Context: an optimization exercise on an open-source flow, tuned for small area and a short achievable clock period. The choices shown serve that exercise and are no tape-out recipe. Function was not checked in any run shown here: the RTL went through the layout flow alone. Power and IR drop assume default switching activity.

==> flow/design.v <==
`timescale 1ns/1ps
module fc_layer (
    input  logic        clk,
    input  logic        rstn,
    input  logic        r_valid,
    input  logic [31:0] in_data,
    output logic        t_valid,
    output logic [31:0] out_data
);
    logic [3:0] cnt;
    logic       w_first, w_second, w_weight, w_bias;
    assign w_first  = r_valid && (cnt == 4'd2 || cnt == 4'd4 || cnt == 4'd6 || cnt == 4'd8);
    assign w_second = r_valid && (cnt == 4'd3 || cnt == 4'd5 || cnt == 4'd7 || cnt == 4'd9);
    assign w_weight = w_first || w_second;
    assign w_bias   = r_valid && (cnt == 4'd10);
    logic       start0;   
    logic       fin0;     
    logic       sb0;      
    logic [1:0] nid0;     
    always_ff @(posedge clk or negedge rstn) begin
        if (!rstn) begin
            cnt <= '0;
            sb0 <= 1'b0;
        end else begin
            if (r_valid) cnt <= (cnt == 4'd10) ? 4'd0 : cnt + 4'd1;
            sb0 <= w_bias;
        end
    end
    always_ff @(posedge clk) begin
        start0 <= w_first;
        fin0   <= w_second && (cnt != 4'd9);
        nid0   <= cnt[2:1] - 2'd1;
    end
    logic [31:0] feat_p, feat_q;
    always_ff @(posedge clk) begin
        if (r_valid && (cnt == 4'd0 || cnt >= 4'd3))
            feat_p <= (cnt == 4'd0) ? in_data : (cnt == 4'd10) ? 32'h0100_0000 : feat_q;
        if (r_valid && (cnt == 4'd1 || (cnt >= 4'd3 && cnt <= 4'd9)))
            feat_q <= (cnt == 4'd1) ? in_data : feat_p;
    end
    logic [3:0] neg0, one0, two0, neg1, one1, two1, neg2, one2, two2, neg3, one3, two3;
    for (genvar k = 0; k < 4; k++) begin : g_enc
        logic [8:0] wx;
        logic [3:0] ng, on, tw;
        logic [3:0] ng_q, on_q, tw_q;
        assign wx = {in_data[8*k +: 8], 1'b0};
        for (genvar m = 0; m < 4; m++) begin : g_dig
            assign ng[m] = wx[2*m+2];
            assign on[m] = wx[2*m+1] ^ wx[2*m];
            assign tw[m] = (wx[2*m+2] & ~wx[2*m+1] & ~wx[2*m]) | (~wx[2*m+2] & wx[2*m+1] & wx[2*m]);
        end
        always_ff @(posedge clk) begin
            ng_q <= ng & {4{r_valid}};
            on_q <= on & {4{r_valid}};
            tw_q <= tw & {4{r_valid}};
        end
    end
    assign {neg0, one0, two0} = {g_enc[0].ng_q, g_enc[0].on_q, g_enc[0].tw_q};
    assign {neg1, one1, two1} = {g_enc[1].ng_q, g_enc[1].on_q, g_enc[1].tw_q};
    assign {neg2, one2, two2} = {g_enc[2].ng_q, g_enc[2].on_q, g_enc[2].tw_q};
    assign {neg3, one3, two3} = {g_enc[3].ng_q, g_enc[3].on_q, g_enc[3].tw_q};
    logic [7:0] bias_b [3];
    assign bias_b[0] = {neg0[3], one0[3] ^ neg0[2], neg0[2], one0[2] ^ neg0[1], neg0[1], one0[1] ^ neg0[0], neg0[0], one0[0]};
    assign bias_b[1] = {neg1[3], one1[3] ^ neg1[2], neg1[2], one1[2] ^ neg1[1], neg1[1], one1[1] ^ neg1[0], neg1[0], one1[0]};
    assign bias_b[2] = {neg2[3], one2[3] ^ neg2[2], neg2[2], one2[2] ^ neg2[1], neg2[1], one2[1] ^ neg2[0], neg2[0], one2[0]};
    logic [7:0] xf0, xf1, xf2, xf3;
    assign {xf3, xf2, xf1, xf0} = feat_p;
    logic [18:0] acc_s, acc_c, acc_sk, acc_ck;
    logic        keep1;
    assign acc_sk = acc_s & {19{keep1}};
    assign acc_ck = acc_c & {19{keep1}};
    wire r0 = ((one0[0] & xf0[0])) ^ neg0[0];
    wire r1 = ((one0[0] & xf0[1]) | (two0[0] & xf0[0])) ^ neg0[0];
    wire r2 = ((one0[0] & xf0[2]) | (two0[0] & xf0[1])) ^ neg0[0];
    wire r3 = ((one0[0] & xf0[3]) | (two0[0] & xf0[2])) ^ neg0[0];
    wire r4 = ((one0[0] & xf0[4]) | (two0[0] & xf0[3])) ^ neg0[0];
    wire r5 = ((one0[0] & xf0[5]) | (two0[0] & xf0[4])) ^ neg0[0];
    wire r6 = ((one0[0] & xf0[6]) | (two0[0] & xf0[5])) ^ neg0[0];
    wire r7 = ((one0[0] & xf0[7]) | (two0[0] & xf0[6])) ^ neg0[0];
    wire r8 = ((one0[0] & xf0[7]) | (two0[0] & xf0[7])) ^ neg0[0];
    wire r9 = ~(((one0[0] & xf0[7]) | (two0[0] & xf0[7])) ^ neg0[0]);
    wire r10 = ((one0[1] & xf0[0])) ^ neg0[1];
    wire r11 = ((one0[1] & xf0[1]) | (two0[1] & xf0[0])) ^ neg0[1];
    wire r12 = ((one0[1] & xf0[2]) | (two0[1] & xf0[1])) ^ neg0[1];
    wire r13 = ((one0[1] & xf0[3]) | (two0[1] & xf0[2])) ^ neg0[1];
    wire r14 = ((one0[1] & xf0[4]) | (two0[1] & xf0[3])) ^ neg0[1];
    wire r15 = ((one0[1] & xf0[5]) | (two0[1] & xf0[4])) ^ neg0[1];
    wire r16 = ((one0[1] & xf0[6]) | (two0[1] & xf0[5])) ^ neg0[1];
    wire r17 = ((one0[1] & xf0[7]) | (two0[1] & xf0[6])) ^ neg0[1];
    wire r18 = ((one0[1] & xf0[7]) | (two0[1] & xf0[7])) ^ neg0[1];
    wire r19 = ~(((one0[1] & xf0[7]) | (two0[1] & xf0[7])) ^ neg0[1]);
    wire r20 = ((one0[2] & xf0[0])) ^ neg0[2];
    wire r21 = ((one0[2] & xf0[1]) | (two0[2] & xf0[0])) ^ neg0[2];
    wire r22 = ((one0[2] & xf0[2]) | (two0[2] & xf0[1])) ^ neg0[2];
    wire r23 = ((one0[2] & xf0[3]) | (two0[2] & xf0[2])) ^ neg0[2];
    wire r24 = ((one0[2] & xf0[4]) | (two0[2] & xf0[3])) ^ neg0[2];
    wire r25 = ((one0[2] & xf0[5]) | (two0[2] & xf0[4])) ^ neg0[2];
    wire r26 = ((one0[2] & xf0[6]) | (two0[2] & xf0[5])) ^ neg0[2];
    wire r27 = ((one0[2] & xf0[7]) | (two0[2] & xf0[6])) ^ neg0[2];
    wire r28 = ((one0[2] & xf0[7]) | (two0[2] & xf0[7])) ^ neg0[2];
    wire r29 = ~(((one0[2] & xf0[7]) | (two0[2] & xf0[7])) ^ neg0[2]);
    wire r30 = ((one0[3] & xf0[0])) ^ neg0[3];
    wire r31 = ((one0[3] & xf0[1]) | (two0[3] & xf0[0])) ^ neg0[3];
    wire r32 = ((one0[3] & xf0[2]) | (two0[3] & xf0[1])) ^ neg0[3];
    wire r33 = ((one0[3] & xf0[3]) | (two0[3] & xf0[2])) ^ neg0[3];
    wire r34 = ((one0[3] & xf0[4]) | (two0[3] & xf0[3])) ^ neg0[3];
    wire r35 = ((one0[3] & xf0[5]) | (two0[3] & xf0[4])) ^ neg0[3];
    wire r36 = ((one0[3] & xf0[6]) | (two0[3] & xf0[5])) ^ neg0[3];
    wire r37 = ((one0[3] & xf0[7]) | (two0[3] & xf0[6])) ^ neg0[3];
    wire r38 = ((one0[3] & xf0[7]) | (two0[3] & xf0[7])) ^ neg0[3];
    wire r39 = ~(((one0[3] & xf0[7]) | (two0[3] & xf0[7])) ^ neg0[3]);
    wire r40 = ((one1[0] & xf1[0])) ^ neg1[0];
    wire r41 = ((one1[0] & xf1[1]) | (two1[0] & xf1[0])) ^ neg1[0];
    wire r42 = ((one1[0] & xf1[2]) | (two1[0] & xf1[1])) ^ neg1[0];
    wire r43 = ((one1[0] & xf1[3]) | (two1[0] & xf1[2])) ^ neg1[0];
    wire r44 = ((one1[0] & xf1[4]) | (two1[0] & xf1[3])) ^ neg1[0];
    wire r45 = ((one1[0] & xf1[5]) | (two1[0] & xf1[4])) ^ neg1[0];
    wire r46 = ((one1[0] & xf1[6]) | (two1[0] & xf1[5])) ^ neg1[0];
    wire r47 = ((one1[0] & xf1[7]) | (two1[0] & xf1[6])) ^ neg1[0];
    wire r48 = ((one1[0] & xf1[7]) | (two1[0] & xf1[7])) ^ neg1[0];
    wire r49 = ~(((one1[0] & xf1[7]) | (two1[0] & xf1[7])) ^ neg1[0]);
    wire r50 = ((one1[1] & xf1[0])) ^ neg1[1];
    wire r51 = ((one1[1] & xf1[1]) | (two1[1] & xf1[0])) ^ neg1[1];
    wire r52 = ((one1[1] & xf1[2]) | (two1[1] & xf1[1])) ^ neg1[1];
    wire r53 = ((one1[1] & xf1[3]) | (two1[1] & xf1[2])) ^ neg1[1];
    wire r54 = ((one1[1] & xf1[4]) | (two1[1] & xf1[3])) ^ neg1[1];
    wire r55 = ((one1[1] & xf1[5]) | (two1[1] & xf1[4])) ^ neg1[1];
    wire r56 = ((one1[1] & xf1[6]) | (two1[1] & xf1[5])) ^ neg1[1];
    wire r57 = ((one1[1] & xf1[7]) | (two1[1] & xf1[6])) ^ neg1[1];
    wire r58 = ((one1[1] & xf1[7]) | (two1[1] & xf1[7])) ^ neg1[1];
    wire r59 = ~(((one1[1] & xf1[7]) | (two1[1] & xf1[7])) ^ neg1[1]);
    wire r60 = ((one1[2] & xf1[0])) ^ neg1[2];
    wire r61 = ((one1[2] & xf1[1]) | (two1[2] & xf1[0])) ^ neg1[2];
    wire r62 = ((one1[2] & xf1[2]) | (two1[2] & xf1[1])) ^ neg1[2];
    wire r63 = ((one1[2] & xf1[3]) | (two1[2] & xf1[2])) ^ neg1[2];
    wire r64 = ((one1[2] & xf1[4]) | (two1[2] & xf1[3])) ^ neg1[2];
    wire r65 = ((one1[2] & xf1[5]) | (two1[2] & xf1[4])) ^ neg1[2];
    wire r66 = ((one1[2] & xf1[6]) | (two1[2] & xf1[5])) ^ neg1[2];
    wire r67 = ((one1[2] & xf1[7]) | (two1[2] & xf1[6])) ^ neg1[2];
    wire r68 = ((one1[2] & xf1[7]) | (two1[2] & xf1[7])) ^ neg1[2];
    wire r69 = ~(((one1[2] & xf1[7]) | (two1[2] & xf1[7])) ^ neg1[2]);
    wire r70 = ((one1[3] & xf1[0])) ^ neg1[3];
    wire r71 = ((one1[3] & xf1[1]) | (two1[3] & xf1[0])) ^ neg1[3];
    wire r72 = ((one1[3] & xf1[2]) | (two1[3] & xf1[1])) ^ neg1[3];
    wire r73 = ((one1[3] & xf1[3]) | (two1[3] & xf1[2])) ^ neg1[3];
    wire r74 = ((one1[3] & xf1[4]) | (two1[3] & xf1[3])) ^ neg1[3];
    wire r75 = ((one1[3] & xf1[5]) | (two1[3] & xf1[4])) ^ neg1[3];
    wire r76 = ((one1[3] & xf1[6]) | (two1[3] & xf1[5])) ^ neg1[3];
    wire r77 = ((one1[3] & xf1[7]) | (two1[3] & xf1[6])) ^ neg1[3];
    wire r78 = ((one1[3] & xf1[7]) | (two1[3] & xf1[7])) ^ neg1[3];
    wire r79 = ~(((one1[3] & xf1[7]) | (two1[3] & xf1[7])) ^ neg1[3]);
    wire r80 = ((one2[0] & xf2[0])) ^ neg2[0];
    wire r81 = ((one2[0] & xf2[1]) | (two2[0] & xf2[0])) ^ neg2[0];
    wire r82 = ((one2[0] & xf2[2]) | (two2[0] & xf2[1])) ^ neg2[0];
    wire r83 = ((one2[0] & xf2[3]) | (two2[0] & xf2[2])) ^ neg2[0];
    wire r84 = ((one2[0] & xf2[4]) | (two2[0] & xf2[3])) ^ neg2[0];
    wire r85 = ((one2[0] & xf2[5]) | (two2[0] & xf2[4])) ^ neg2[0];
    wire r86 = ((one2[0] & xf2[6]) | (two2[0] & xf2[5])) ^ neg2[0];
    wire r87 = ((one2[0] & xf2[7]) | (two2[0] & xf2[6])) ^ neg2[0];
    wire r88 = ((one2[0] & xf2[7]) | (two2[0] & xf2[7])) ^ neg2[0];
    wire r89 = ~(((one2[0] & xf2[7]) | (two2[0] & xf2[7])) ^ neg2[0]);
    wire r90 = ((one2[1] & xf2[0])) ^ neg2[1];
    wire r91 = ((one2[1] & xf2[1]) | (two2[1] & xf2[0])) ^ neg2[1];
    wire r92 = ((one2[1] & xf2[2]) | (two2[1] & xf2[1])) ^ neg2[1];
    wire r93 = ((one2[1] & xf2[3]) | (two2[1] & xf2[2])) ^ neg2[1];
    wire r94 = ((one2[1] & xf2[4]) | (two2[1] & xf2[3])) ^ neg2[1];
    wire r95 = ((one2[1] & xf2[5]) | (two2[1] & xf2[4])) ^ neg2[1];
    wire r96 = ((one2[1] & xf2[6]) | (two2[1] & xf2[5])) ^ neg2[1];
    wire r97 = ((one2[1] & xf2[7]) | (two2[1] & xf2[6])) ^ neg2[1];
    wire r98 = ((one2[1] & xf2[7]) | (two2[1] & xf2[7])) ^ neg2[1];
    wire r99 = ~(((one2[1] & xf2[7]) | (two2[1] & xf2[7])) ^ neg2[1]);
    wire r100 = ((one2[2] & xf2[0])) ^ neg2[2];
    wire r101 = ((one2[2] & xf2[1]) | (two2[2] & xf2[0])) ^ neg2[2];
    wire r102 = ((one2[2] & xf2[2]) | (two2[2] & xf2[1])) ^ neg2[2];
    wire r103 = ((one2[2] & xf2[3]) | (two2[2] & xf2[2])) ^ neg2[2];
    wire r104 = ((one2[2] & xf2[4]) | (two2[2] & xf2[3])) ^ neg2[2];
    wire r105 = ((one2[2] & xf2[5]) | (two2[2] & xf2[4])) ^ neg2[2];
    wire r106 = ((one2[2] & xf2[6]) | (two2[2] & xf2[5])) ^ neg2[2];
    wire r107 = ((one2[2] & xf2[7]) | (two2[2] & xf2[6])) ^ neg2[2];
    wire r108 = ((one2[2] & xf2[7]) | (two2[2] & xf2[7])) ^ neg2[2];
    wire r109 = ~(((one2[2] & xf2[7]) | (two2[2] & xf2[7])) ^ neg2[2]);
    wire r110 = ((one2[3] & xf2[0])) ^ neg2[3];
    wire r111 = ((one2[3] & xf2[1]) | (two2[3] & xf2[0])) ^ neg2[3];
    wire r112 = ((one2[3] & xf2[2]) | (two2[3] & xf2[1])) ^ neg2[3];
    wire r113 = ((one2[3] & xf2[3]) | (two2[3] & xf2[2])) ^ neg2[3];
    wire r114 = ((one2[3] & xf2[4]) | (two2[3] & xf2[3])) ^ neg2[3];
    wire r115 = ((one2[3] & xf2[5]) | (two2[3] & xf2[4])) ^ neg2[3];
    wire r116 = ((one2[3] & xf2[6]) | (two2[3] & xf2[5])) ^ neg2[3];
    wire r117 = ((one2[3] & xf2[7]) | (two2[3] & xf2[6])) ^ neg2[3];
    wire r118 = ((one2[3] & xf2[7]) | (two2[3] & xf2[7])) ^ neg2[3];
    wire r119 = ~(((one2[3] & xf2[7]) | (two2[3] & xf2[7])) ^ neg2[3]);
    wire r120 = ((one3[0] & xf3[0])) ^ neg3[0];
    wire r121 = ((one3[0] & xf3[1]) | (two3[0] & xf3[0])) ^ neg3[0];
    wire r122 = ((one3[0] & xf3[2]) | (two3[0] & xf3[1])) ^ neg3[0];
    wire r123 = ((one3[0] & xf3[3]) | (two3[0] & xf3[2])) ^ neg3[0];
    wire r124 = ((one3[0] & xf3[4]) | (two3[0] & xf3[3])) ^ neg3[0];
    wire r125 = ((one3[0] & xf3[5]) | (two3[0] & xf3[4])) ^ neg3[0];
    wire r126 = ((one3[0] & xf3[6]) | (two3[0] & xf3[5])) ^ neg3[0];
    wire r127 = ((one3[0] & xf3[7]) | (two3[0] & xf3[6])) ^ neg3[0];
    wire r128 = ((one3[0] & xf3[7]) | (two3[0] & xf3[7])) ^ neg3[0];
    wire r129 = ~(((one3[0] & xf3[7]) | (two3[0] & xf3[7])) ^ neg3[0]);
    wire r130 = ((one3[1] & xf3[0])) ^ neg3[1];
    wire r131 = ((one3[1] & xf3[1]) | (two3[1] & xf3[0])) ^ neg3[1];
    wire r132 = ((one3[1] & xf3[2]) | (two3[1] & xf3[1])) ^ neg3[1];
    wire r133 = ((one3[1] & xf3[3]) | (two3[1] & xf3[2])) ^ neg3[1];
    wire r134 = ((one3[1] & xf3[4]) | (two3[1] & xf3[3])) ^ neg3[1];
    wire r135 = ((one3[1] & xf3[5]) | (two3[1] & xf3[4])) ^ neg3[1];
    wire r136 = ((one3[1] & xf3[6]) | (two3[1] & xf3[5])) ^ neg3[1];
    wire r137 = ((one3[1] & xf3[7]) | (two3[1] & xf3[6])) ^ neg3[1];
    wire r138 = ((one3[1] & xf3[7]) | (two3[1] & xf3[7])) ^ neg3[1];
    wire r139 = ~(((one3[1] & xf3[7]) | (two3[1] & xf3[7])) ^ neg3[1]);
    wire r140 = ((one3[2] & xf3[0])) ^ neg3[2];
    wire r141 = ((one3[2] & xf3[1]) | (two3[2] & xf3[0])) ^ neg3[2];
    wire r142 = ((one3[2] & xf3[2]) | (two3[2] & xf3[1])) ^ neg3[2];
    wire r143 = ((one3[2] & xf3[3]) | (two3[2] & xf3[2])) ^ neg3[2];
    wire r144 = ((one3[2] & xf3[4]) | (two3[2] & xf3[3])) ^ neg3[2];
    wire r145 = ((one3[2] & xf3[5]) | (two3[2] & xf3[4])) ^ neg3[2];
    wire r146 = ((one3[2] & xf3[6]) | (two3[2] & xf3[5])) ^ neg3[2];
    wire r147 = ((one3[2] & xf3[7]) | (two3[2] & xf3[6])) ^ neg3[2];
    wire r148 = ((one3[2] & xf3[7]) | (two3[2] & xf3[7])) ^ neg3[2];
    wire r149 = ~(((one3[2] & xf3[7]) | (two3[2] & xf3[7])) ^ neg3[2]);
    wire r150 = ((one3[3] & xf3[0])) ^ neg3[3];
    wire r151 = ((one3[3] & xf3[1]) | (two3[3] & xf3[0])) ^ neg3[3];
    wire r152 = ((one3[3] & xf3[2]) | (two3[3] & xf3[1])) ^ neg3[3];
    wire r153 = ((one3[3] & xf3[3]) | (two3[3] & xf3[2])) ^ neg3[3];
    wire r154 = ((one3[3] & xf3[4]) | (two3[3] & xf3[3])) ^ neg3[3];
    wire r155 = ((one3[3] & xf3[5]) | (two3[3] & xf3[4])) ^ neg3[3];
    wire r156 = ((one3[3] & xf3[6]) | (two3[3] & xf3[5])) ^ neg3[3];
    wire r157 = ((one3[3] & xf3[7]) | (two3[3] & xf3[6])) ^ neg3[3];
    wire r158 = ((one3[3] & xf3[7]) | (two3[3] & xf3[7])) ^ neg3[3];
    wire r159 = ~(((one3[3] & xf3[7]) | (two3[3] & xf3[7])) ^ neg3[3]);
    wire x160 = neg0[0] ^ neg1[0];
    wire s161 = x160 ^ neg2[0];
    wire c162 = (neg0[0] & neg1[0]) | (neg2[0] & x160);
    wire x163 = neg0[1] ^ neg1[1];
    wire s164 = x163 ^ neg2[1];
    wire c165 = (neg0[1] & neg1[1]) | (neg2[1] & x163);
    wire x166 = neg3[1] ^ r2;
    wire s167 = x166 ^ r10;
    wire c168 = (neg3[1] & r2) | (r10 & x166);
    wire x169 = r42 ^ r50;
    wire s170 = x169 ^ r82;
    wire c171 = (r42 & r50) | (r82 & x169);
    wire x172 = c165 ^ r3;
    wire s173 = x172 ^ r11;
    wire c174 = (c165 & r3) | (r11 & x172);
    wire x175 = r43 ^ r51;
    wire s176 = x175 ^ r83;
    wire c177 = (r43 & r51) | (r83 & x175);
    wire s178 = r91 ^ r123;
    wire c179 = r91 & r123;
    wire x180 = neg0[2] ^ neg1[2];
    wire s181 = x180 ^ neg2[2];
    wire c182 = (neg0[2] & neg1[2]) | (neg2[2] & x180);
    wire x183 = neg3[2] ^ r4;
    wire s184 = x183 ^ r12;
    wire c185 = (neg3[2] & r4) | (r12 & x183);
    wire x186 = r20 ^ r44;
    wire s187 = x186 ^ r52;
    wire c188 = (r20 & r44) | (r52 & x186);
    wire x189 = r60 ^ r84;
    wire s190 = x189 ^ r92;
    wire c191 = (r60 & r84) | (r92 & x189);
    wire x192 = r100 ^ r124;
    wire s193 = x192 ^ r132;
    wire c194 = (r100 & r124) | (r132 & x192);
    wire x195 = r140 ^ s181;
    wire s196 = x195 ^ c179;
    wire c197 = (r140 & s181) | (c179 & x195);
    wire s198 = c174 ^ c177;
    wire c199 = c174 & c177;
    wire x200 = c182 ^ r5;
    wire s201 = x200 ^ r13;
    wire c202 = (c182 & r5) | (r13 & x200);
    wire x203 = r21 ^ r45;
    wire s204 = x203 ^ r53;
    wire c205 = (r21 & r45) | (r53 & x203);
    wire x206 = r61 ^ r85;
    wire s207 = x206 ^ r93;
    wire c208 = (r61 & r85) | (r93 & x206);
    wire x209 = r101 ^ r125;
    wire s210 = x209 ^ r133;
    wire c211 = (r101 & r125) | (r133 & x209);
    wire x212 = r141 ^ c185;
    wire s213 = x212 ^ c188;
    wire c214 = (r141 & c185) | (c188 & x212);
    wire x215 = c191 ^ c194;
    wire s216 = x215 ^ s201;
    wire c217 = (c191 & c194) | (s201 & x215);
    wire s218 = s204 ^ s207;
    wire c219 = s204 & s207;
    wire x220 = neg0[3] ^ neg1[3];
    wire s221 = x220 ^ neg2[3];
    wire c222 = (neg0[3] & neg1[3]) | (neg2[3] & x220);
    wire x223 = neg3[3] ^ r6;
    wire s224 = x223 ^ r14;
    wire c225 = (neg3[3] & r6) | (r14 & x223);
    wire x226 = r22 ^ r30;
    wire s227 = x226 ^ r46;
    wire c228 = (r22 & r30) | (r46 & x226);
    wire x229 = r54 ^ r62;
    wire s230 = x229 ^ r70;
    wire c231 = (r54 & r62) | (r70 & x229);
    wire x232 = r86 ^ r94;
    wire s233 = x232 ^ r102;
    wire c234 = (r86 & r94) | (r102 & x232);
    wire x235 = r110 ^ r126;
    wire s236 = x235 ^ r134;
    wire c237 = (r110 & r126) | (r134 & x235);
    wire x238 = r142 ^ r150;
    wire s239 = x238 ^ s221;
    wire c240 = (r142 & r150) | (s221 & x238);
    wire x241 = c202 ^ c205;
    wire s242 = x241 ^ c208;
    wire c243 = (c202 & c205) | (c208 & x241);
    wire x244 = c211 ^ s224;
    wire s245 = x244 ^ s227;
    wire c246 = (c211 & s224) | (s227 & x244);
    wire x247 = s230 ^ s233;
    wire s248 = x247 ^ s236;
    wire c249 = (s230 & s233) | (s236 & x247);
    wire s250 = s239 ^ c219;
    wire c251 = s239 & c219;
    wire x252 = c222 ^ r7;
    wire s253 = x252 ^ r15;
    wire c254 = (c222 & r7) | (r15 & x252);
    wire x255 = r23 ^ r31;
    wire s256 = x255 ^ r47;
    wire c257 = (r23 & r31) | (r47 & x255);
    wire x258 = r55 ^ r63;
    wire s259 = x258 ^ r71;
    wire c260 = (r55 & r63) | (r71 & x258);
    wire x261 = r87 ^ r95;
    wire s262 = x261 ^ r103;
    wire c263 = (r87 & r95) | (r103 & x261);
    wire x264 = r111 ^ r127;
    wire s265 = x264 ^ r135;
    wire c266 = (r111 & r127) | (r135 & x264);
    wire x267 = r143 ^ r151;
    wire s268 = x267 ^ c225;
    wire c269 = (r143 & r151) | (c225 & x267);
    wire x270 = c228 ^ c231;
    wire s271 = x270 ^ c234;
    wire c272 = (c228 & c231) | (c234 & x270);
    wire x273 = c237 ^ c240;
    wire s274 = x273 ^ s253;
    wire c275 = (c237 & c240) | (s253 & x273);
    wire x276 = s256 ^ s259;
    wire s277 = x276 ^ s262;
    wire c278 = (s256 & s259) | (s262 & x276);
    wire x279 = s265 ^ c243;
    wire s280 = x279 ^ c246;
    wire c281 = (s265 & c243) | (c246 & x279);
    wire s282 = c249 ^ s268;
    wire c283 = c249 & s268;
    wire x284 = r8 ^ r16;
    wire s285 = x284 ^ r24;
    wire c286 = (r8 & r16) | (r24 & x284);
    wire x287 = r32 ^ r48;
    wire s288 = x287 ^ r56;
    wire c289 = (r32 & r48) | (r56 & x287);
    wire x290 = r64 ^ r72;
    wire s291 = x290 ^ r88;
    wire c292 = (r64 & r72) | (r88 & x290);
    wire x293 = r96 ^ r104;
    wire s294 = x293 ^ r112;
    wire c295 = (r96 & r104) | (r112 & x293);
    wire x296 = r128 ^ r136;
    wire s297 = x296 ^ r144;
    wire c298 = (r128 & r136) | (r144 & x296);
    wire x299 = r152 ^ c254;
    wire s300 = x299 ^ c257;
    wire c301 = (r152 & c254) | (c257 & x299);
    wire x302 = c260 ^ c263;
    wire s303 = x302 ^ c266;
    wire c304 = (c260 & c263) | (c266 & x302);
    wire x305 = s285 ^ s288;
    wire s306 = x305 ^ s291;
    wire c307 = (s285 & s288) | (s291 & x305);
    wire x308 = s294 ^ s297;
    wire s309 = x308 ^ c269;
    wire c310 = (s294 & s297) | (c269 & x308);
    wire x311 = c272 ^ c275;
    wire s312 = x311 ^ c278;
    wire c313 = (c272 & c275) | (c278 & x311);
    wire s314 = s300 ^ s303;
    wire c315 = s300 & s303;
    wire x316 = r9 ^ r17;
    wire s317 = x316 ^ r25;
    wire c318 = (r9 & r17) | (r25 & x316);
    wire x319 = r33 ^ r49;
    wire s320 = x319 ^ r57;
    wire c321 = (r33 & r49) | (r57 & x319);
    wire x322 = r65 ^ r73;
    wire s323 = x322 ^ r89;
    wire c324 = (r65 & r73) | (r89 & x322);
    wire x325 = r97 ^ r105;
    wire s326 = x325 ^ r113;
    wire c327 = (r97 & r105) | (r113 & x325);
    wire x328 = r129 ^ r137;
    wire s329 = x328 ^ r145;
    wire c330 = (r129 & r137) | (r145 & x328);
    wire x331 = r153 ^ c286;
    wire s332 = x331 ^ c289;
    wire c333 = (r153 & c286) | (c289 & x331);
    wire x334 = c292 ^ c295;
    wire s335 = x334 ^ c298;
    wire c336 = (c292 & c295) | (c298 & x334);
    wire x337 = s317 ^ s320;
    wire s338 = x337 ^ s323;
    wire c339 = (s317 & s320) | (s323 & x337);
    wire x340 = s326 ^ s329;
    wire s341 = x340 ^ c301;
    wire c342 = (s326 & s329) | (c301 & x340);
    wire x343 = c304 ^ c307;
    wire s344 = x343 ^ s332;
    wire c345 = (c304 & c307) | (s332 & x343);
    wire s346 = s335 ^ s338;
    wire c347 = s335 & s338;
    wire x348 = r18 ^ r26;
    wire s349 = x348 ^ r34;
    wire c350 = (r18 & r26) | (r34 & x348);
    wire x351 = r58 ^ r66;
    wire s352 = x351 ^ r74;
    wire c353 = (r58 & r66) | (r74 & x351);
    wire x354 = r98 ^ r106;
    wire s355 = x354 ^ r114;
    wire c356 = (r98 & r106) | (r114 & x354);
    wire x357 = r138 ^ r146;
    wire s358 = x357 ^ r154;
    wire c359 = (r138 & r146) | (r154 & x357);
    wire x360 = c318 ^ c321;
    wire s361 = x360 ^ c324;
    wire c362 = (c318 & c321) | (c324 & x360);
    wire x363 = c327 ^ c330;
    wire s364 = x363 ^ s349;
    wire c365 = (c327 & c330) | (s349 & x363);
    wire x366 = s352 ^ s355;
    wire s367 = x366 ^ s358;
    wire c368 = (s352 & s355) | (s358 & x366);
    wire x369 = c333 ^ c336;
    wire s370 = x369 ^ c339;
    wire c371 = (c333 & c336) | (c339 & x369);
    wire s372 = s361 ^ s364;
    wire c373 = s361 & s364;
    wire x374 = 1'b1 ^ r19;
    wire s375 = x374 ^ r27;
    wire c376 = (1'b1 & r19) | (r27 & x374);
    wire x377 = r35 ^ r59;
    wire s378 = x377 ^ r67;
    wire c379 = (r35 & r59) | (r67 & x377);
    wire x380 = r75 ^ r99;
    wire s381 = x380 ^ r107;
    wire c382 = (r75 & r99) | (r107 & x380);
    wire x383 = r115 ^ r139;
    wire s384 = x383 ^ r147;
    wire c385 = (r115 & r139) | (r147 & x383);
    wire x386 = r155 ^ c350;
    wire s387 = x386 ^ c353;
    wire c388 = (r155 & c350) | (c353 & x386);
    wire x389 = c356 ^ c359;
    wire s390 = x389 ^ s375;
    wire c391 = (c356 & c359) | (s375 & x389);
    wire x392 = s378 ^ s381;
    wire s393 = x392 ^ s384;
    wire c394 = (s378 & s381) | (s384 & x392);
    wire x395 = c362 ^ c365;
    wire s396 = x395 ^ c368;
    wire c397 = (c362 & c365) | (c368 & x395);
    wire x398 = 1'b1 ^ r28;
    wire s399 = x398 ^ r36;
    wire c400 = (1'b1 & r28) | (r36 & x398);
    wire x401 = r68 ^ r76;
    wire s402 = x401 ^ r108;
    wire c403 = (r68 & r76) | (r108 & x401);
    wire x404 = r116 ^ r148;
    wire s405 = x404 ^ r156;
    wire c406 = (r116 & r148) | (r156 & x404);
    wire x407 = c376 ^ c379;
    wire s408 = x407 ^ c382;
    wire c409 = (c376 & c379) | (c382 & x407);
    wire x410 = c385 ^ s399;
    wire s411 = x410 ^ s402;
    wire c412 = (c385 & s399) | (s402 & x410);
    wire s413 = s405 ^ c388;
    wire c414 = s405 & c388;
    wire x415 = r29 ^ r37;
    wire s416 = x415 ^ r69;
    wire c417 = (r29 & r37) | (r69 & x415);
    wire x418 = r77 ^ r109;
    wire s419 = x418 ^ r117;
    wire c420 = (r77 & r109) | (r117 & x418);
    wire x421 = r149 ^ r157;
    wire s422 = x421 ^ c400;
    wire c423 = (r149 & r157) | (c400 & x421);
    wire x424 = c403 ^ c406;
    wire s425 = x424 ^ s416;
    wire c426 = (c403 & c406) | (s416 & x424);
    wire x427 = 1'b1 ^ r38;
    wire s428 = x427 ^ r78;
    wire c429 = (1'b1 & r38) | (r78 & x427);
    wire s430 = r118 ^ r158;
    wire c431 = r118 & r158;
    logic pa0_0, pa0_1, pa0_2, pa0_3, pa0_4, pa0_5, pa1_0, pa1_1, pa1_2, pa1_3, pa1_4, pa2_0, pa2_1, pa2_2, pa2_3, pa2_4, pa2_5, pa3_0, pa3_1, pa3_2, pa3_3, pa3_4, pa3_5, pa4_0, pa4_1, pa4_2, pa4_3, pa4_4, pa4_5, pa5_0, pa5_1, pa5_2, pa5_3, pa5_4, pa5_5, pa6_0, pa6_1, pa6_2, pa6_3, pa6_4, pa6_5, pa7_0, pa7_1, pa7_2, pa7_3, pa7_4, pa7_5, pa8_0, pa8_1, pa8_2, pa8_3, pa8_4, pa8_5, pa9_0, pa9_1, pa9_2, pa9_3, pa9_4, pa9_5, pa10_0, pa10_1, pa10_2, pa10_3, pa10_4, pa10_5, pa11_0, pa11_1, pa11_2, pa11_3, pa11_4, pa11_5, pa12_0, pa12_1, pa12_2, pa12_3, pa12_4, pa12_5, pa13_0, pa13_1, pa13_2, pa13_3, pa13_4, pa13_5, pa14_0, pa14_1, pa14_2, pa14_3, pa14_4, pa14_5, pa15_0, pa15_1, pa15_2, pa15_3, pa15_4, pa15_5;
    always_ff @(posedge clk) begin
        pa0_0 <= neg3[0];
        pa0_1 <= r0;
        pa0_2 <= r40;
        pa0_3 <= r80;
        pa0_4 <= r120;
        pa0_5 <= s161;
        pa1_0 <= r1;
        pa1_1 <= r41;
        pa1_2 <= r81;
        pa1_3 <= r121;
        pa1_4 <= c162;
        pa2_0 <= r90;
        pa2_1 <= r122;
        pa2_2 <= r130;
        pa2_3 <= s164;
        pa2_4 <= s167;
        pa2_5 <= s170;
        pa3_0 <= r131;
        pa3_1 <= c168;
        pa3_2 <= c171;
        pa3_3 <= s173;
        pa3_4 <= s176;
        pa3_5 <= s178;
        pa4_0 <= s184;
        pa4_1 <= s187;
        pa4_2 <= s190;
        pa4_3 <= s193;
        pa4_4 <= s196;
        pa4_5 <= s198;
        pa5_0 <= s210;
        pa5_1 <= c197;
        pa5_2 <= c199;
        pa5_3 <= s213;
        pa5_4 <= s216;
        pa5_5 <= s218;
        pa6_0 <= c214;
        pa6_1 <= c217;
        pa6_2 <= s242;
        pa6_3 <= s245;
        pa6_4 <= s248;
        pa6_5 <= s250;
        pa7_0 <= s271;
        pa7_1 <= c251;
        pa7_2 <= s274;
        pa7_3 <= s277;
        pa7_4 <= s280;
        pa7_5 <= s282;
        pa8_0 <= s306;
        pa8_1 <= c283;
        pa8_2 <= c281;
        pa8_3 <= s309;
        pa8_4 <= s312;
        pa8_5 <= s314;
        pa9_0 <= c315;
        pa9_1 <= c310;
        pa9_2 <= c313;
        pa9_3 <= s341;
        pa9_4 <= s344;
        pa9_5 <= s346;
        pa10_0 <= s367;
        pa10_1 <= c347;
        pa10_2 <= c342;
        pa10_3 <= c345;
        pa10_4 <= s370;
        pa10_5 <= s372;
        pa11_0 <= s387;
        pa11_1 <= s390;
        pa11_2 <= s393;
        pa11_3 <= c373;
        pa11_4 <= c371;
        pa11_5 <= s396;
        pa12_0 <= c391;
        pa12_1 <= c394;
        pa12_2 <= s408;
        pa12_3 <= s411;
        pa12_4 <= c397;
        pa12_5 <= s413;
        pa13_0 <= s419;
        pa13_1 <= c409;
        pa13_2 <= c412;
        pa13_3 <= s422;
        pa13_4 <= c414;
        pa13_5 <= s425;
        pa14_0 <= c417;
        pa14_1 <= c420;
        pa14_2 <= s428;
        pa14_3 <= c423;
        pa14_4 <= c426;
        pa14_5 <= s430;
        pa15_0 <= r39;
        pa15_1 <= r79;
        pa15_2 <= r119;
        pa15_3 <= r159;
        pa15_4 <= c429;
        pa15_5 <= c431;
    end
    wire x432 = pa0_0 ^ pa0_1;
    wire s433 = x432 ^ pa0_2;
    wire c434 = (pa0_0 & pa0_1) | (pa0_2 & x432);
    wire x435 = pa0_3 ^ pa0_4;
    wire s436 = x435 ^ pa0_5;
    wire c437 = (pa0_3 & pa0_4) | (pa0_5 & x435);
    wire x438 = acc_sk[0] ^ acc_ck[0];
    wire s439 = x438 ^ s433;
    wire c440 = (acc_sk[0] & acc_ck[0]) | (s433 & x438);
    wire x441 = pa1_0 ^ pa1_1;
    wire s442 = x441 ^ pa1_2;
    wire c443 = (pa1_0 & pa1_1) | (pa1_2 & x441);
    wire x444 = pa1_3 ^ pa1_4;
    wire s445 = x444 ^ acc_sk[1];
    wire c446 = (pa1_3 & pa1_4) | (acc_sk[1] & x444);
    wire x447 = acc_ck[1] ^ c434;
    wire s448 = x447 ^ c437;
    wire c449 = (acc_ck[1] & c434) | (c437 & x447);
    wire x450 = s442 ^ s445;
    wire s451 = x450 ^ c440;
    wire c452 = (s442 & s445) | (c440 & x450);
    wire x453 = pa2_0 ^ pa2_1;
    wire s454 = x453 ^ pa2_2;
    wire c455 = (pa2_0 & pa2_1) | (pa2_2 & x453);
    wire x456 = pa2_3 ^ pa2_4;
    wire s457 = x456 ^ pa2_5;
    wire c458 = (pa2_3 & pa2_4) | (pa2_5 & x456);
    wire x459 = acc_sk[2] ^ acc_ck[2];
    wire s460 = x459 ^ c443;
    wire c461 = (acc_sk[2] & acc_ck[2]) | (c443 & x459);
    wire x462 = s454 ^ s457;
    wire s463 = x462 ^ c446;
    wire c464 = (s454 & s457) | (c446 & x462);
    wire x465 = c449 ^ s460;
    wire s466 = x465 ^ s463;
    wire c467 = (c449 & s460) | (s463 & x465);
    wire x468 = pa3_0 ^ pa3_1;
    wire s469 = x468 ^ pa3_2;
    wire c470 = (pa3_0 & pa3_1) | (pa3_2 & x468);
    wire x471 = pa3_3 ^ pa3_4;
    wire s472 = x471 ^ pa3_5;
    wire c473 = (pa3_3 & pa3_4) | (pa3_5 & x471);
    wire x474 = acc_sk[3] ^ acc_ck[3];
    wire s475 = x474 ^ c455;
    wire c476 = (acc_sk[3] & acc_ck[3]) | (c455 & x474);
    wire x477 = c458 ^ s469;
    wire s478 = x477 ^ s472;
    wire c479 = (c458 & s469) | (s472 & x477);
    wire x480 = c461 ^ s475;
    wire s481 = x480 ^ s478;
    wire c482 = (c461 & s475) | (s478 & x480);
    wire s483 = c464 ^ s481;
    wire c484 = c464 & s481;
    wire x485 = pa4_0 ^ pa4_1;
    wire s486 = x485 ^ pa4_2;
    wire c487 = (pa4_0 & pa4_1) | (pa4_2 & x485);
    wire x488 = pa4_3 ^ pa4_4;
    wire s489 = x488 ^ pa4_5;
    wire c490 = (pa4_3 & pa4_4) | (pa4_5 & x488);
    wire x491 = acc_sk[4] ^ acc_ck[4];
    wire s492 = x491 ^ c470;
    wire c493 = (acc_sk[4] & acc_ck[4]) | (c470 & x491);
    wire x494 = c473 ^ s486;
    wire s495 = x494 ^ s489;
    wire c496 = (c473 & s486) | (s489 & x494);
    wire x497 = c476 ^ c479;
    wire s498 = x497 ^ s492;
    wire c499 = (c476 & c479) | (s492 & x497);
    wire x500 = s495 ^ c482;
    wire s501 = x500 ^ s498;
    wire c502 = (s495 & c482) | (s498 & x500);
    wire x503 = pa5_0 ^ pa5_1;
    wire s504 = x503 ^ pa5_2;
    wire c505 = (pa5_0 & pa5_1) | (pa5_2 & x503);
    wire x506 = pa5_3 ^ pa5_4;
    wire s507 = x506 ^ pa5_5;
    wire c508 = (pa5_3 & pa5_4) | (pa5_5 & x506);
    wire x509 = acc_sk[5] ^ acc_ck[5];
    wire s510 = x509 ^ c487;
    wire c511 = (acc_sk[5] & acc_ck[5]) | (c487 & x509);
    wire x512 = c490 ^ s504;
    wire s513 = x512 ^ s507;
    wire c514 = (c490 & s504) | (s507 & x512);
    wire x515 = c493 ^ c496;
    wire s516 = x515 ^ s510;
    wire c517 = (c493 & c496) | (s510 & x515);
    wire x518 = s513 ^ c499;
    wire s519 = x518 ^ s516;
    wire c520 = (s513 & c499) | (s516 & x518);
    wire x521 = pa6_0 ^ pa6_1;
    wire s522 = x521 ^ pa6_2;
    wire c523 = (pa6_0 & pa6_1) | (pa6_2 & x521);
    wire x524 = pa6_3 ^ pa6_4;
    wire s525 = x524 ^ pa6_5;
    wire c526 = (pa6_3 & pa6_4) | (pa6_5 & x524);
    wire x527 = acc_sk[6] ^ acc_ck[6];
    wire s528 = x527 ^ c505;
    wire c529 = (acc_sk[6] & acc_ck[6]) | (c505 & x527);
    wire x530 = c508 ^ s522;
    wire s531 = x530 ^ s525;
    wire c532 = (c508 & s522) | (s525 & x530);
    wire x533 = c511 ^ c514;
    wire s534 = x533 ^ s528;
    wire c535 = (c511 & c514) | (s528 & x533);
    wire x536 = s531 ^ c517;
    wire s537 = x536 ^ s534;
    wire c538 = (s531 & c517) | (s534 & x536);
    wire x539 = pa7_0 ^ pa7_1;
    wire s540 = x539 ^ pa7_2;
    wire c541 = (pa7_0 & pa7_1) | (pa7_2 & x539);
    wire x542 = pa7_3 ^ pa7_4;
    wire s543 = x542 ^ pa7_5;
    wire c544 = (pa7_3 & pa7_4) | (pa7_5 & x542);
    wire x545 = acc_sk[7] ^ acc_ck[7];
    wire s546 = x545 ^ c523;
    wire c547 = (acc_sk[7] & acc_ck[7]) | (c523 & x545);
    wire x548 = c526 ^ s540;
    wire s549 = x548 ^ s543;
    wire c550 = (c526 & s540) | (s543 & x548);
    wire x551 = c529 ^ c532;
    wire s552 = x551 ^ s546;
    wire c553 = (c529 & c532) | (s546 & x551);
    wire x554 = s549 ^ c535;
    wire s555 = x554 ^ s552;
    wire c556 = (s549 & c535) | (s552 & x554);
    wire x557 = pa8_0 ^ pa8_1;
    wire s558 = x557 ^ pa8_2;
    wire c559 = (pa8_0 & pa8_1) | (pa8_2 & x557);
    wire x560 = pa8_3 ^ pa8_4;
    wire s561 = x560 ^ pa8_5;
    wire c562 = (pa8_3 & pa8_4) | (pa8_5 & x560);
    wire x563 = acc_sk[8] ^ acc_ck[8];
    wire s564 = x563 ^ c541;
    wire c565 = (acc_sk[8] & acc_ck[8]) | (c541 & x563);
    wire x566 = c544 ^ s558;
    wire s567 = x566 ^ s561;
    wire c568 = (c544 & s558) | (s561 & x566);
    wire x569 = c547 ^ c550;
    wire s570 = x569 ^ s564;
    wire c571 = (c547 & c550) | (s564 & x569);
    wire x572 = s567 ^ c553;
    wire s573 = x572 ^ s570;
    wire c574 = (s567 & c553) | (s570 & x572);
    wire x575 = pa9_0 ^ pa9_1;
    wire s576 = x575 ^ pa9_2;
    wire c577 = (pa9_0 & pa9_1) | (pa9_2 & x575);
    wire x578 = pa9_3 ^ pa9_4;
    wire s579 = x578 ^ pa9_5;
    wire c580 = (pa9_3 & pa9_4) | (pa9_5 & x578);
    wire x581 = acc_sk[9] ^ acc_ck[9];
    wire s582 = x581 ^ c559;
    wire c583 = (acc_sk[9] & acc_ck[9]) | (c559 & x581);
    wire x584 = c562 ^ s576;
    wire s585 = x584 ^ s579;
    wire c586 = (c562 & s576) | (s579 & x584);
    wire x587 = c565 ^ c568;
    wire s588 = x587 ^ s582;
    wire c589 = (c565 & c568) | (s582 & x587);
    wire x590 = s585 ^ c571;
    wire s591 = x590 ^ s588;
    wire c592 = (s585 & c571) | (s588 & x590);
    wire x593 = pa10_0 ^ pa10_1;
    wire s594 = x593 ^ pa10_2;
    wire c595 = (pa10_0 & pa10_1) | (pa10_2 & x593);
    wire x596 = pa10_3 ^ pa10_4;
    wire s597 = x596 ^ pa10_5;
    wire c598 = (pa10_3 & pa10_4) | (pa10_5 & x596);
    wire x599 = acc_sk[10] ^ acc_ck[10];
    wire s600 = x599 ^ c577;
    wire c601 = (acc_sk[10] & acc_ck[10]) | (c577 & x599);
    wire x602 = c580 ^ s594;
    wire s603 = x602 ^ s597;
    wire c604 = (c580 & s594) | (s597 & x602);
    wire x605 = c583 ^ c586;
    wire s606 = x605 ^ s600;
    wire c607 = (c583 & c586) | (s600 & x605);
    wire x608 = s603 ^ c589;
    wire s609 = x608 ^ s606;
    wire c610 = (s603 & c589) | (s606 & x608);
    wire x611 = pa11_0 ^ pa11_1;
    wire s612 = x611 ^ pa11_2;
    wire c613 = (pa11_0 & pa11_1) | (pa11_2 & x611);
    wire x614 = pa11_3 ^ pa11_4;
    wire s615 = x614 ^ pa11_5;
    wire c616 = (pa11_3 & pa11_4) | (pa11_5 & x614);
    wire x617 = acc_sk[11] ^ acc_ck[11];
    wire s618 = x617 ^ c595;
    wire c619 = (acc_sk[11] & acc_ck[11]) | (c595 & x617);
    wire x620 = c598 ^ s612;
    wire s621 = x620 ^ s615;
    wire c622 = (c598 & s612) | (s615 & x620);
    wire x623 = c601 ^ c604;
    wire s624 = x623 ^ s618;
    wire c625 = (c601 & c604) | (s618 & x623);
    wire x626 = s621 ^ c607;
    wire s627 = x626 ^ s624;
    wire c628 = (s621 & c607) | (s624 & x626);
    wire x629 = pa12_0 ^ pa12_1;
    wire s630 = x629 ^ pa12_2;
    wire c631 = (pa12_0 & pa12_1) | (pa12_2 & x629);
    wire x632 = pa12_3 ^ pa12_4;
    wire s633 = x632 ^ pa12_5;
    wire c634 = (pa12_3 & pa12_4) | (pa12_5 & x632);
    wire x635 = acc_sk[12] ^ acc_ck[12];
    wire s636 = x635 ^ c613;
    wire c637 = (acc_sk[12] & acc_ck[12]) | (c613 & x635);
    wire x638 = c616 ^ s630;
    wire s639 = x638 ^ s633;
    wire c640 = (c616 & s630) | (s633 & x638);
    wire x641 = c619 ^ c622;
    wire s642 = x641 ^ s636;
    wire c643 = (c619 & c622) | (s636 & x641);
    wire x644 = s639 ^ c625;
    wire s645 = x644 ^ s642;
    wire c646 = (s639 & c625) | (s642 & x644);
    wire x647 = pa13_0 ^ pa13_1;
    wire s648 = x647 ^ pa13_2;
    wire c649 = (pa13_0 & pa13_1) | (pa13_2 & x647);
    wire x650 = pa13_3 ^ pa13_4;
    wire s651 = x650 ^ pa13_5;
    wire c652 = (pa13_3 & pa13_4) | (pa13_5 & x650);
    wire x653 = acc_sk[13] ^ acc_ck[13];
    wire s654 = x653 ^ c631;
    wire c655 = (acc_sk[13] & acc_ck[13]) | (c631 & x653);
    wire x656 = c634 ^ s648;
    wire s657 = x656 ^ s651;
    wire c658 = (c634 & s648) | (s651 & x656);
    wire x659 = c637 ^ c640;
    wire s660 = x659 ^ s654;
    wire c661 = (c637 & c640) | (s654 & x659);
    wire x662 = s657 ^ c643;
    wire s663 = x662 ^ s660;
    wire c664 = (s657 & c643) | (s660 & x662);
    wire x665 = pa14_0 ^ pa14_1;
    wire s666 = x665 ^ pa14_2;
    wire c667 = (pa14_0 & pa14_1) | (pa14_2 & x665);
    wire x668 = pa14_3 ^ pa14_4;
    wire s669 = x668 ^ pa14_5;
    wire c670 = (pa14_3 & pa14_4) | (pa14_5 & x668);
    wire x671 = acc_sk[14] ^ acc_ck[14];
    wire s672 = x671 ^ c649;
    wire c673 = (acc_sk[14] & acc_ck[14]) | (c649 & x671);
    wire x674 = c652 ^ s666;
    wire s675 = x674 ^ s669;
    wire c676 = (c652 & s666) | (s669 & x674);
    wire x677 = c655 ^ c658;
    wire s678 = x677 ^ s672;
    wire c679 = (c655 & c658) | (s672 & x677);
    wire x680 = s675 ^ c661;
    wire s681 = x680 ^ s678;
    wire c682 = (s675 & c661) | (s678 & x680);
    wire x683 = pa15_0 ^ pa15_1;
    wire s684 = x683 ^ pa15_2;
    wire c685 = (pa15_0 & pa15_1) | (pa15_2 & x683);
    wire x686 = pa15_3 ^ pa15_4;
    wire s687 = x686 ^ pa15_5;
    wire c688 = (pa15_3 & pa15_4) | (pa15_5 & x686);
    wire x689 = acc_sk[15] ^ acc_ck[15];
    wire s690 = x689 ^ c667;
    wire c691 = (acc_sk[15] & acc_ck[15]) | (c667 & x689);
    wire x692 = c670 ^ s684;
    wire s693 = x692 ^ s687;
    wire c694 = (c670 & s684) | (s687 & x692);
    wire x695 = c673 ^ c676;
    wire s696 = x695 ^ s690;
    wire c697 = (c673 & c676) | (s690 & x695);
    wire x698 = s693 ^ c679;
    wire s699 = x698 ^ s696;
    wire c700 = (s693 & c679) | (s696 & x698);
    wire x701 = 1'b1 ^ acc_sk[16];
    wire s702 = x701 ^ acc_ck[16];
    wire c703 = (1'b1 & acc_sk[16]) | (acc_ck[16] & x701);
    wire x704 = c685 ^ c688;
    wire s705 = x704 ^ s702;
    wire c706 = (c685 & c688) | (s702 & x704);
    wire x707 = c691 ^ c694;
    wire s708 = x707 ^ s705;
    wire c709 = (c691 & c694) | (s705 & x707);
    wire s710 = c697 ^ s708;
    wire c711 = c697 & s708;
    wire x712 = acc_sk[17] ^ acc_ck[17];
    wire s713 = x712 ^ c703;
    wire c714 = (acc_sk[17] & acc_ck[17]) | (c703 & x712);
    wire x715 = c706 ^ s713;
    wire s716 = x715 ^ c709;
    wire c717 = (c706 & s713) | (c709 & x715);
    wire x718 = 1'b1 ^ acc_sk[18];
    wire s719 = x718 ^ acc_ck[18];
    wire s720 = s719 ^ c714;
    always_ff @(posedge clk) begin
        acc_s <= {c717, c711, c700, c682, c664, c646, c628, c610, c592, c574, c556, c538, c520, c502, c484, c467, c452, s448, s436};
        acc_c <= {s720, s716, s710, s699, s681, s663, s645, s627, s609, s591, s573, s555, s537, s519, s501, s483, s466, s451, s439};
    end
    logic       fin1, sb1, fin2, sb2;
    logic [1:0] nid1, nid2;
    always_ff @(posedge clk or negedge rstn) begin
        if (!rstn) begin
            sb1     <= 1'b0;
            sb2     <= 1'b0;
            t_valid <= 1'b0;
        end else begin
            sb1     <= sb0;
            sb2     <= sb1;
            t_valid <= sb2;
        end
    end
    always_ff @(posedge clk) begin
        keep1 <= !start0;
        fin1  <= fin0;
        nid1  <= nid0;
        fin2  <= fin1;
        nid2  <= nid1;
    end
    logic [18:0] tot;
    assign tot = acc_s + acc_c;
    logic signed [10:0] tot_hi;
    assign tot_hi = tot[18:8];
    logic signed [10:0] held_h [3];
    logic [7:0]         held_l [3];
    always_ff @(posedge clk) begin
        for (int j = 0; j < 3; j++) begin
            if (fin2 && nid2 == 2'(j)) begin
                held_h[j] <= tot_hi;
                held_l[j] <= tot[7:0];
            end
        end
    end
    function automatic logic [7:0] sat(input logic signed [11:0] z);
        if (z > 12'sd127) sat = 8'h7f;
        else if (z < -12'sd128) sat = 8'h80;
        else sat = z[7:0];
    endfunction
    logic [7:0] cand_dn [3];
    logic [7:0] cand_eq [3];
    logic [7:0] cand_up [3];
    logic [2:0] bias_co, bias_neg;
    for (genvar j = 0; j < 3; j++) begin : g_fin
        logic [8:0] lo_sum;
        assign cand_dn[j] = sat({held_h[j][10], held_h[j]} - 12'd1);
        assign cand_eq[j] = sat({held_h[j][10], held_h[j]});
        assign cand_up[j] = sat({held_h[j][10], held_h[j]} + 12'd1);
        assign lo_sum     = {1'b0, held_l[j]} + {1'b0, bias_b[j]};
        always_ff @(posedge clk) begin
            if (sb0) begin
                bias_co[j]  <= lo_sum[8];
                bias_neg[j] <= bias_b[j][7];
            end
        end
    end
    always_ff @(posedge clk) begin
        for (int j = 0; j < 3; j++)
            out_data[31-8*j -: 8] <= bias_co[j] ? (bias_neg[j] ? cand_eq[j] : cand_up[j])
                                                : (bias_neg[j] ? cand_dn[j] : cand_eq[j]);
        out_data[7:0] <= (tot_hi > 11'sd127) ? 8'h7f : (tot_hi < -11'sd128) ? 8'h80 : tot_hi[7:0];
    end
endmodule
==> flow/flow/run.sh <==
#!/bin/bash
# Standard layout, with strong buffers on the ports, sizing free to change a
# cell's footprint, and timing repair aiming 5.4 ns past the 8 ns clock. The
# make output goes to flow_make.log here; each ORFS step keeps its own log
# under orfs/logs.
set -euo pipefail
bash standard.sh \
    BUFFER_PORTS_ARGS="-buffer_cell sky130_fd_sc_hd__buf_4" \
    MATCH_CELL_FOOTPRINT=0 \
    SETUP_SLACK_MARGIN=5.4 \
    finish > flow_make.log 2>&1
==> flow/standard.sh <==
#!/bin/bash
# synth_recipe.tcl (not shown) runs the flow's synth.tcl, then flattens the netlist and writes it again
# the make line also repeats each setting of config.mk as NAME=value (left out here)
make -C /OpenROAD-flow-scripts/flow DESIGN_CONFIG=/design/flow/config.mk WORK_HOME=/design/flow/orfs CLKGATE_MAP_FILE= SYNTH_SCRIPT=/design/flow/synth_recipe.tcl "${@:-finish}"
==> flow/config.mk <==
export PLATFORM = sky130hd
export DESIGN_NAME = fc_layer
export DESIGN_NICKNAME = fc_layer
export VERILOG_FILES = /design/flow/design.v
export SDC_FILE = /design/flow/constraint.sdc
export NUM_CORES = 4
export LEC_CHECK = 0
export ABC_CLOCK_PERIOD_IN_PS = 2500
export CAP_MARGIN = 20
export CORE_MARGIN = 2
export CORE_UTILIZATION = 40
export CTS_CLUSTER_DIAMETER = 100
export CTS_CLUSTER_SIZE = 20
export SLEW_MARGIN = 20
==> flow/constraint.sdc <==
create_clock -name core_clock -period 8.0 [get_ports {clk}]
set_input_delay 1.6000 -clock core_clock [delete_from_list [all_inputs] [get_ports {clk}]]
set_output_delay 1.6000 -clock core_clock [all_outputs]
set_load 0.01 [all_outputs]
==> results of run 1 <==
synthesized netlist by cell type, types with 8 or more instances:
cell type,count,area [um^2]
o21ai_1,36,180
a22o_1,31,272
o211ai_1,10,75.1
clkbuf_1,127,477
nand2b_1,9,56.3
o21a_1,9,67.6
a22oi_1,113,848
xor2_1,73,639
and2_1,57,357
a21o_1,19,143
edfxtp_1,127,3810
inv_1,180,676
ha_1,62,776
a21oi_1,46,230
nor2b_1,16,100
fa_1,175,3500
nand2_1,134,503
xnor2_1,139,1220
nand3_1,26,130
nor2_1,56,210
buf_2,8,40.0
and3_1,8,50.1
o21ai_0,58,290
dfrtp_1,8,200
a211oi_1,10,75.1
mux2_1,30,338
dfxtp_1,224,4480
nor3_1,17,85.1
sequential cells by signal, summed over array words and instances (netlist names), 2 cells and up:
register / cells
bias_co: 3
g_enc.on_q: 16
acc_s: 19
nid2: 2
bias_neg: 3
feat_p: 32
g_enc.ng_q: 16
held_h: 33
feat_q: 32
g_enc.tw_q: 16
held_l: 24
out_data: 32
nid1: 2
cnt: 4
nid0: 2
acc_c: 19
power groups by stage:
stage                     combinational (mW)  sequential [mW]  clock, mW
final                                   5.76             3.39       1.21
after global routing                    6.58             3.45       1.30
after CTS                               5.61             3.39       1.24
after detailed placement                5.33             3.45          0
after global placement                  5.04             3.44          0
after floorplan                         3.91             3.08          0
final timing paths:
kind / endpoint / slack (ns) / depth (start not counted)
max: t_valid / 5.33 / 1
max in group asynchronous: cnt[2] / 7.05 / 1
max reg2reg: pa11_5 / 5.42 / 6
min reg2reg: nid2[1] / 0.32 / 0
min in group asynchronous: t_valid / 0.83 / 1
min: nid2[1] / 0.32 / 0
per-layer routing:
| layer | vias to the layer above | part of all wire |
|---|---|---|
| li1 | 6452 | - |
| met1 | 6788 | 0.45 |
| met2 | 386 | 0.47 |
| met3 | 76 | 0.046 |
| met4 | 0 | 0.031 |
| met5 | - | 0 |
per-stage QoR:
step	total power, mW	instances	instance area, um^2
after floorplan	6.99	1916	20800
after global placement	8.48	2527	21700
after detailed placement	8.78	2527	21700
after CTS	10.2	2600	22900
after global routing	11.3	2624	23300
final	10.4	2624	23300
logic make-up after synthesis:
kind of cell / share of synthesized area
XOR/XNOR: 0.0908
buffers and inverters: 0.0598
adder cells (fa/ha/maj): 0.206
AND/OR/NAND/NOR: 0.0862
multiplexers: 0.0192
AO/OA/AOI/OAI: 0.130
flip-flops: 0.408
area by class of cell:
type / count / area [um^2]
multi-input cells: 1233 / 11400
flip-flops and latches: 359 / 8600
well taps: 680 / 851
repair buffers: 127 / 1080
clock inverters: 5 / 58.8
fillers: 4757 / 28100
inverters: 184 / 691
clock buffers: 36 / 624
timing repair:
item / in CTS / in global routing
buffers inserted: 32 / 24
pin swaps: 10 / 37
setup endpoints to repair: 101 / 81
gates resized for setup: 104 / 74
==> summary.md, run 1 <==
| Metric | Value |
|---|---|
| Status | timing/DRC/antenna clean |
| Final Skew | 0.0389 ns |
| DIE WIDTH | 232 um |
| Setup crit start kind | flop |
| Quantity of I/O buffers inserted on ports | 67 |
| Number of H-tree levels | 1 |
| Die Y | 232 um |
| DR pass1 iterations | 5 |
| Final number of setup-violating endpoints | 0 |
| Peak Freq | 0.374 GHz |
| Clk latency of the worst-skew pair | 0.58 ns |
| HP Class | flop to flop |
| Seq/Total Area, Yosys | 0.408 |
| Max cap viols | 0 |
| Yosys reg bits | 359 |
| Number of buffers created by CTS | 23 |
| Final #Nets | 2,200 |
| I/O pin count | 68 |
| Vias per cell | 5.22 |
| Setup ws final | 5.33 ns |
| Crit-path max FO | 1 |
| Crit path launch | t_valid |
| DPL Wire Length | 38,900 um |
| Post-route ant nets | 0 |
| Max incr delay on CP | 0.39 ns |
| Initial DRC Count | 1,110 |
| Wire length per cell | 19.7 um |
| Measured slew at the worst slew-check pin | 1.01 ns |
| Fin. Hold Viols | 0 |
| Sw Pwr | 4.43 mW |
| Ant. Diodes | 0 |
| Row Count | 83 |
| Combinational power share | 0.556 |
| Synth Flop Type | dfxtp_1 |
| Syn-to-layout area delta | 12.2% |
| Root buffer cell | clkbuf_16 |
| CP Data Required Time | 6.40 ns |
| Final hold slack | 0.325 ns |
| Syn avg cell area | 10.9 um^2 |
| Internal power | 5.92 mW |
| RSZ-0062 raised after global routing | yes |
| Tmin final | 2.67 ns |
| Core Util, Final | 0.454 |
| Post-Syn Nets | 2,188 |
| Clk pwr share | 0.117 |
| Total gr overflow | 0 |
| Critical path buffers and inverters | 1 |
| Critical Path Slowest Stage Cell | dfrtp_1 |
| Cell area after synthesis | 20,800 um^2 |
| GR Util met1 | 0.263 |
| Post-synth EDFFs | 127 |
| Maximum number of pins on one net before global-route repair | 55 |
| Share of cells above drive strength 1 | 0.159 |
| Clock sinks | 359 |
| VDD IR max | 0.187 mV |
| Last weighted congestion value of the routability-driven placer | 0.889 |
| Tcrit/Tclk final | 0.334 |
| Initial antenna violation count | 1 |
| Total Routing Usage GR | 0.191 |
| Starting Density | 0.405 |
| Placeable Area | 51,400 um^2 |
| Sw Share | 0.428 |
| PD cells | 444 nW/um^2 |
| Yosys cell types | 85 |
| Total Wirelength | 51,600 um |
| Grt met3 use | 0.0227 |
| Yosys Warn Count | 7 |
| CTS Buffer Depth | 3 |
| CTS tree | built |
| Crit path max-delay family | flip-flops |
| P_leak | 9.35 nW |
| Final Max Slew Viols | 0 |
| Kind of critical path | flop to output port |
| Worst-path clk slew | 0.08 ns |
| Overall die area | 53,900 um^2 |
| RR Startpoint | feat_p[3] |
| Ordered list of cells on the worst path | buf_6 |
| Dpl ws | 4.89 ns |
| Met2 Use GR | 0.314 |
| Commonest non-fill, non-tap cell in the layout | inv_1 |
| Total number of vias | 13,700 |
| DRC errors left | 0 |
| Asr flop ratio synth | 0.0223 |
| Mapped Cells | 1,916 |
| Commonest cells after routing, fill and taps aside | inv_1, fa_1, dfxtp_1, nand2_1, xnor2_1 |
| Vias in the first global route | 13,800 |
| Seq pwr share | 0.327 |
| Max transition margin | 0.324 |
| Setup TNS | 0 ns |
| GRT busiest layer | met2 |
| Global-route wire length before repair | 80,000 um |
| Post-CTS Hold Buffers | 0 |
| Crit end category | output port |
| HP Start | nid1[1] |
| Arr. time, crit path | 1.07 ns |
==> run 2, diff against run 1 <==
--- a/flow/design.v
+++ b/flow/design.v
@@ -899,12 +899,11 @@
             sb1     <= 1'b0;
             sb2     <= 1'b0;
-            t_valid <= 1'b0;
         end else begin
             sb1     <= sb0;
             sb2     <= sb1;
-            t_valid <= sb2;
         end
     end
     always_ff @(posedge clk) begin
+        t_valid <= sb2;
         keep1 <= !start0;
         fin1  <= fin0;
==> run 2 against run 1 <==
Global-route usage rose by 0.12 points. Fmax rose by 1.7%. First-iteration DRC count fell by 0.27%. Cell area is 0.27% higher. Cell count rose by 0.34%. Critical path type is now flop to flop. Still clean. Hold slack worse by 0.0011 ns. Clock power hardly changed. Wire length rose by 1.2%. Sequential power is essentially flat. Total power up 0.33%. Combinational power rose by 0.7%. Utilization up 0.12 points.
==> summary.md, run 2 <==
| Metric | Value |
|---|---|
| Hold path depth | 0 (unchanged) |
| DRC errors left | 0 (unchanged) |
| Arr. time, crit path | 3.07 ns (+2.00 ns) |
| PD cells | 444 nW/um^2 (about the same) |
| Syn avg cell area | 10.9 um^2 (about the same) |
| DR pass1 iterations | 5 (unchanged) |
| R2R cell count | 6 (unchanged) |
| Initial antenna violation count | 0 (-1) |
| Ant. Diodes | 0 (unchanged) |
| Number of buffers created by CTS | 22 (-4.3%) |
| Area share of the largest cell type after synthesis | 0.217 (+0.00101) |
| Die Y | 232 um (about the same) |
| Synth cell count leaders | dfxtp_1, inv_1, fa_1 |
| Dpl ws | 4.89 ns (+0.00291 ns) |
| Row Count | 83 (unchanged) |
| Post-route ant nets | 0 (unchanged) |
| Yosys cell types | 85 (unchanged) |
| WL met2 | 24,600 um (+0.64%) |
| Largest register FFs | 33 (unchanged) |
| Final hold slack | 0.324 ns (-0.00108 ns) |
| Core Util, Final | 0.455 (+0.00122) |
| Mapped Cells | 1,916 (unchanged) |
| Most frequent cell after synthesis | dfxtp_1 |
| Tcrit/Tclk final | 0.329 (-0.00556) |
| Post-Syn Nets | 2,188 (unchanged) |
| Vias per cell | 5.25 (+0.63%) |
| Asr flop ratio synth | 0.0195 (-0.00279) |
| Total gr overflow | 0 (unchanged) |
| Syn-to-layout area delta | 12.5% |
| Final #Nets | 2,210 (+0.45%) |
| Status | timing/DRC/antenna clean |
| VDD IR max | 0.207 mV (+11%) |
| P_leak | 9.40 nW (+0.50%) |
| DP Cell Count | 2,526 (-0.040%) |
| Finished Layout Cells | 2,633 (+0.34%) |
| Total Routing Usage GR | 0.192 (+0.00120) |
| Seq/Total Area, Yosys | 0.408 (about the same) |
| Clock sinks | 359 (unchanged) |
| Most area-hungry cell type in the Yosys netlist | dfxtp_1 |
| DPL Wire Length | 39,500 um (+1.5%) |
| Final Max Slew Viols | 0 (unchanged) |
| CTS Buffer Depth | 3 (unchanged) |
| Post-Layout Inst Area | 23,400 um^2 (+0.27%) |
| Filler cell count | 4,832 (+1.6%) |
| Starting Density | 0.405 (about the same) |
| Initial DRC Count | 1,107 (-0.27%) |
| Tmin final | 2.63 ns (-0.0445 ns) |
| HP Class | flop to flop |
| Yosys Warn Count | 7 (unchanged) |
| Vias in the first global route | 13,800 (+0.19%) |
| Metal-1 WL | 23,200 um (about the same) |
| Post-synth EDFFs | 127 (unchanged) |
| Total number of vias | 13,800 (+0.98%) |
| Kind of critical path | flop to flop |
| Root buffer cell | clkbuf_16 |
| Top reg by flops | held_h |
| Final Skew | 0.0264 ns (-0.0125 ns) |
| CP Data Required Time | 8.44 ns (+2.04 ns) |
| Total Power | 10.4 mW (+0.33%) |
| Wire length per cell | 19.8 um (+0.87%) |
| Routed length on met3 | 2470 um (+5.2%) |
| Measured slew at the worst slew-check pin | 1.01 ns (-0.0000315 ns) |
| Overall die area | 53,800 um^2 (about the same) |
| Peak Freq | 0.380 GHz (+1.7%) |
| Yosys reg bits | 359 (unchanged) |
| Clk latency of the worst-skew pair | 0.57 ns (about the same) |
| Cell area after synthesis | 20,800 um^2 (about the same) |
| Setup ws final | 5.37 ns (+0.0445 ns) |
| Quantity of I/O buffers inserted on ports | 67 (unchanged) |
| Max cap viols | 0 (unchanged) |
| Total Wirelength | 52,200 um (+1.2%) |
| Area of the multi-input gates | 11,400 um^2 (about the same) |
| Last weighted congestion value of the routability-driven placer | 0.893 (+0.44%) |
| Final number of setup-violating endpoints | 0 (unchanged) |
| Synth Flop Type | dfxtp_1 |
| Global-route wire length before repair | 80,500 um (+0.62%) |
| Top Layer Used | met4 |
| Placed inst area | 21,700 um^2 (about the same) |
| Commonest cells after routing, fill and taps aside | inv_1, fa_1, dfxtp_1, xnor2_1, nand2_1 |
| Crit end category | flop |
| I/O pin count | 68 (unchanged) |
| Synth top area cells | dfxtp_1, edfxtp_1, fa_1, xnor2_1, a22oi_1 |
| RSZ-0062 raised after global routing | yes |
| Commonest non-fill, non-tap cell in the layout | inv_1 |
| Placeable Area | 51,400 um^2 (unchanged) |
| Share of cells above drive strength 1 | 0.165 (+0.00541) |
| Max transition margin | 0.324 (about the same) |
| Worst-path clk slew | 0.09 ns (about the same) |
| Fin. Hold Viols | 0 (unchanged) |
| Setup crit start kind | flop |
| Number of H-tree levels | 1 (unchanged) |
| Sequential Area | 8590 um^2 (about the same) |
| Maximum number of pins on one net before global-route repair | 55 (unchanged) |
| DIE WIDTH | 232 um (about the same) |
| CTS tree | built |
| Crit-path max FO | 7 (+6) |
| Setup TNS | 0 ns (unchanged) |
run 2: cell types whose count changed after synthesis, sizes merged:
| cell | before | now |
|---|---|---|
| dfrtp | 8 | 7 |
| dfxtp | 224 | 225 |
run 2: routing by layer:
metal,vias to the layer above,GRT usage
li1,6471,-
met1,6862,0.263
met2,409,0.317
met3,94,0.0226
met4,0,0.0637
met5,-,0
run 2: logic make-up after synthesis:
| kind of cell | after synthesis | synth area share |
|---|---|---|
| fa+ha+maj | 237 | 0.206 |
| buf+inv | 324 | 0.0599 |
| compound gates | 387 | 0.130 |
| simple gates | 359 | 0.0863 |
| mux | 36 | 0.0192 |
| xor+xnor | 214 | 0.0908 |
| flops | 359 | 0.408 |
run 2: timing repair:
action / CTS / global route
resized for setup: 96 / 83
endpoints found under the setup margin: 100 / 85
pin swaps: 19 / 20
hold buffers: 0 / 0
setup buffers: 32 / 36
run 2: path summary, 6_finish.rpt:
path	from	to	slack [ns]
setup / recovery	feat_p[3]	pa8_4	5.37
hold / removal	nid0[0]	nid1[0]	0.32
setup reg to reg	feat_p[3]	pa8_4	5.37
hold reg to reg	nid0[0]	nid1[0]	0.32
max in group asynchronous	rstn	cnt[0]	7.05
min in group asynchronous	rstn	cnt[3]	0.83
run 2: area by class of cell:
| class | count | area share |
|---|---|---|
| Clock buffer | 37 | 0.0277 |
| Sequential cell | 359 | 0.367 |
| Timing Repair Buffer | 138 | 0.0499 |
| Tap cell | 680 | 0.0363 |
| Clock inverter | 2 | 0.000855 |
| Inverter | 184 | 0.0295 |
| Multi-Input combinational cell | 1233 | 0.489 |
run 2: power breakdown:
part	switching [mW]	total [mW]	internal, mW
clock	0.633	1.19	0.562
combinational	3.27	5.80	2.53
sequential	0.544	3.40	2.85
run 2: critical path, stage by stage (launching register included):
cell      delay (ns)
edfxtp_1        0.56
buf_4           0.21
a22oi_2         0.15
xnor2_1         0.12
fa_1            0.55
fa_2            0.45
fa_1            0.46

Re-timed with assumed drivers on the ports (clkbuf_16 on the clock, buf_2 on other inputs), run 2 has 5.332 ns of setup slack against 5.371 ns with ideal ports, and 5.075 ns once port delays also move by the mid clock arrival of 0.607 ns.
